Source: an optimization exercise on an open RTL-to-GDS flow (aim: a short achievable clock period and few clock cycles). Production flows keep margins and buffers that such runs may drop.
The RTL was checked by simulation tests, not by an equivalence proof against the original design.

v17:
Design acc_top, start of the top module:
module acc_top #(
  parameter int ADDR_WIDTH = acc_pkg::ADDR_WIDTH_DEF,
  parameter int CNT_WIDTH  = acc_pkg::CNT_WIDTH_DEF
) (
  input  logic                  ap_clk,
  input  logic                  ap_rst_n,
  input  logic                  ap_start,
  output logic                  ap_idle,
  output logic                  ap_ready,
  output logic                  ap_done,
  input  logic [ADDR_WIDTH-1:0] ifm_addr_base,
  input  logic [ADDR_WIDTH-1:0] wgt_addr_base,
  input  logic [ADDR_WIDTH-1:0] ofm_addr_base,
  input  logic [CNT_WIDTH-1:0]  cfg_ci,
  input  logic [CNT_WIDTH-1:0]  cfg_co,
  output logic                  ifm_rd_req,
  output logic [ADDR_WIDTH-1:0] ifm_rd_addr,
  input  logic                  ifm_rd_valid,
  input  acc_pkg::word_t        ifm_rd_data,
  output logic                  wgt_rd_req,
  output logic [ADDR_WIDTH-1:0] wgt_rd_addr,
  input  logic                  wgt_rd_valid,
  input  acc_pkg::word_t        wgt_rd_data,
  output logic                  ofm_wr_req,
  output logic [ADDR_WIDTH-1:0] ofm_wr_addr,
  output acc_pkg::word_t        ofm_wr_data,
  input  logic                  ofm_wr_ack
);
Settings: LEC_CHECK=0, CAP_MARGIN=20, CORE_MARGIN=2, CORE_UTILIZATION=40, SLEW_MARGIN=20; clock period 12.5 ns.
standard.sh (not shown) runs the stock make flow with config.mk's settings and CLKGATE_MAP_FILE= SYNTH_SCRIPT=/design/flow/synth_recipe.tcl, a recipe that flattens the netlist after the stock synthesis.
==> flow/flow/run.sh <==
#!/bin/bash
set -euo pipefail
MARGIN=${MARGIN:-7.6}
bash standard.sh SETUP_SLACK_MARGIN=$MARGIN ABC_CLOCK_PERIOD_IN_PS=5000 finish > standard.log 2>&1
Testbench counts of v17, summed over its fixed seeds: cycles 48,957.
### v17 -> v10
--- a/flow/design.v
+++ b/flow/design.v
@@ -46,22 +46,22 @@
   input  logic                  wgt_rd_valid,
   input  acc_pkg::word_t        wgt_rd_data,
   output logic                  ofm_wr_req,
   output logic [ADDR_WIDTH-1:0] ofm_wr_addr,
   output acc_pkg::word_t        ofm_wr_data,
   input  logic                  ofm_wr_ack
 );
   localparam int CW    = CNT_WIDTH;
   localparam int IDEP  = 32;             
   localparam int IPW   = 5;              
-  localparam int WDEP  = 16;             
-  localparam int WPW   = 4;              
+  localparam int WDEP  = 8;              
+  localparam int WPW   = 3;              
   localparam int RDEP  = 8;              
   localparam int RPW   = 3;              
   logic            idle_q, done_q, init_q;
   logic            lastw_q;              
   logic            accept, done_d;
   assign ap_idle  = idle_q;
   assign ap_done  = done_q;
   assign ap_ready = ap_start && idle_q;
   assign accept   = ap_ready;
   assign done_d   = lastw_q && ofm_wr_ack;
v10: length of routed met2 wiring lower than v17
v17 has a higher summed area of non-filler cells in the final layout than v10.
Changes observed in v10 relative to v17: total core area now smaller; core utilization comparable; number of antenna repair diodes now larger.
v10 — detailed placer's ending HPWL 9.3% lower, v17 as reference
Multi-input logic cell count down about 3.6% in v10 wrt v17
[diff] overall routed net length, v10 relative to v17: improvement
Setup slack of the worst register-to-register path was higher in v17 than in v10.
Testbench counts of v10, summed over its fixed seeds: cycles 49,003.

run a:
Another version of the RTL of acc_top (not shown whole).
Size in the first run: about 6200 cells after synthesis, ~320 I/O pins.
==> flow/config.mk <==
export PLATFORM = sky130hd
export DESIGN_NAME = acc_top
export DESIGN_NICKNAME = acc_top
export VERILOG_FILES = /design/flow/design.v
export SDC_FILE = /design/flow/constraint.sdc
export NUM_CORES = 4
export LEC_CHECK = 0
export CAP_MARGIN = 20
export CORE_MARGIN = 2
export CORE_UTILIZATION = 40
export SLEW_MARGIN = 20
==> flow/constraint.sdc <==
create_clock -name core_clock -period 12.5 [get_ports {ap_clk}]
set_input_delay 2.5000 -clock core_clock [delete_from_list [all_inputs] [get_ports {ap_clk}]]
set_output_delay 2.5000 -clock core_clock [all_outputs]
set_load 0.01 [all_outputs]
Scripts as last shown in full above: flow/flow/run.sh
Run a: all stages complete, timing, DRC and antenna checks passed
Testbench counts of run a, summed over its fixed seeds: cycles 48,750.
Relative to run a, the following input files were edited for run b:
-- flow/design.v --
<<< run a, line 179
  logic            o_out_q, o_go_q, o_kick_q;
  logic [RPW:0]    r_av_q;               
  acc_pkg::word_t  o_data_q;
  logic            wissue, rpush;
  assign rpush       = s1_v_q && s1_last_q;
>>> run b, line 179
  logic            o_out_q, o_go_q, o_kick_q;
  logic [RPW:0]    r_av_q;               
  logic            wissue, rpush;
  assign rpush       = s1_v_q && s1_last_q;
<<< run a, line 185
  assign ofm_wr_req  = wissue;
  assign ofm_wr_addr = o_addr_q;
  assign ofm_wr_data = acc_pkg::byte_rev(o_data_q);
  always_ff @(posedge ap_clk) begin
    if (wissue) begin
      o_data_q <= (r_av_q > (RPW+1)'(1)) ? rq[r_rp_q + 1'b1] : acc_d;
    end else if (r_av_q == '0) begin
      o_data_q <= acc_d;
    end
  end
  logic            wr_all_d, w_out_d, wk_last_d, w_cond;
  logic [WPW:0]    w_cred_d, w_av_d;
>>> run b, line 184
  assign ofm_wr_req  = wissue;
  assign ofm_wr_addr = o_addr_q;
  assign ofm_wr_data = acc_pkg::byte_rev(rq[r_rp_q]);
  logic            wr_all_d, w_out_d, wk_last_d, w_cond;
  logic [WPW:0]    w_cred_d, w_av_d;
- Relative to run a, the final cell area reported for run b is lower.
- There was hardly any difference in highest cell delay on the worst timing path between run a and run b.
- Compared with run a, in run b sequential cell count dropped 32, clock skew dropped 0.051 ns, total wire length barely changed.
Testbench counts of run b, summed over its fixed seeds: cycles 48,750.

static timing again, ports no longer ideal:
The results above use ideal ports. As a check the final layouts listed here were re-extracted and re-timed, cells and wires unchanged.
Step 1 assumes that a clkbuf_16 drives the clock port and a buf_2 every other input.
Step 2, shift: input delay + t, output delay - t, t = (earliest + latest rising clock arrival at the registers) / 2. This alone moves slack from input paths to output paths.
Slacks: ideal ports / drivers / drivers and shift; pairs: ideal ports / drivers.
| run | t (ns) | setup slack, ns | worst register clock-pin slew, ns | worst data-port slew with drivers (ns) | pins driven straight from the clock port |
|---|---|---|---|---|---|
| v17 | 0.943 | 6.906 / 6.873 / 6.873 | 0.07 / 0.07 | 0.16 | 1 |
| v10 | 0.936 | 7.048 / 6.926 / 6.926 | 0.07 / 0.07 | 0.18 | 1 |
| run a | 0.958 | 7.030 / 6.932 / 6.687 | 0.07 / 0.07 | 0.15 | 1 |
| run b | 0.951 | 6.941 / 6.871 / 6.482 | 0.07 / 0.07 | 0.14 | 1 |
After both steps setup and hold are still met in every run listed. The setup slack of run b, which loses most, moves by -0.070 ns with the drivers and by -0.459 ns with both steps.
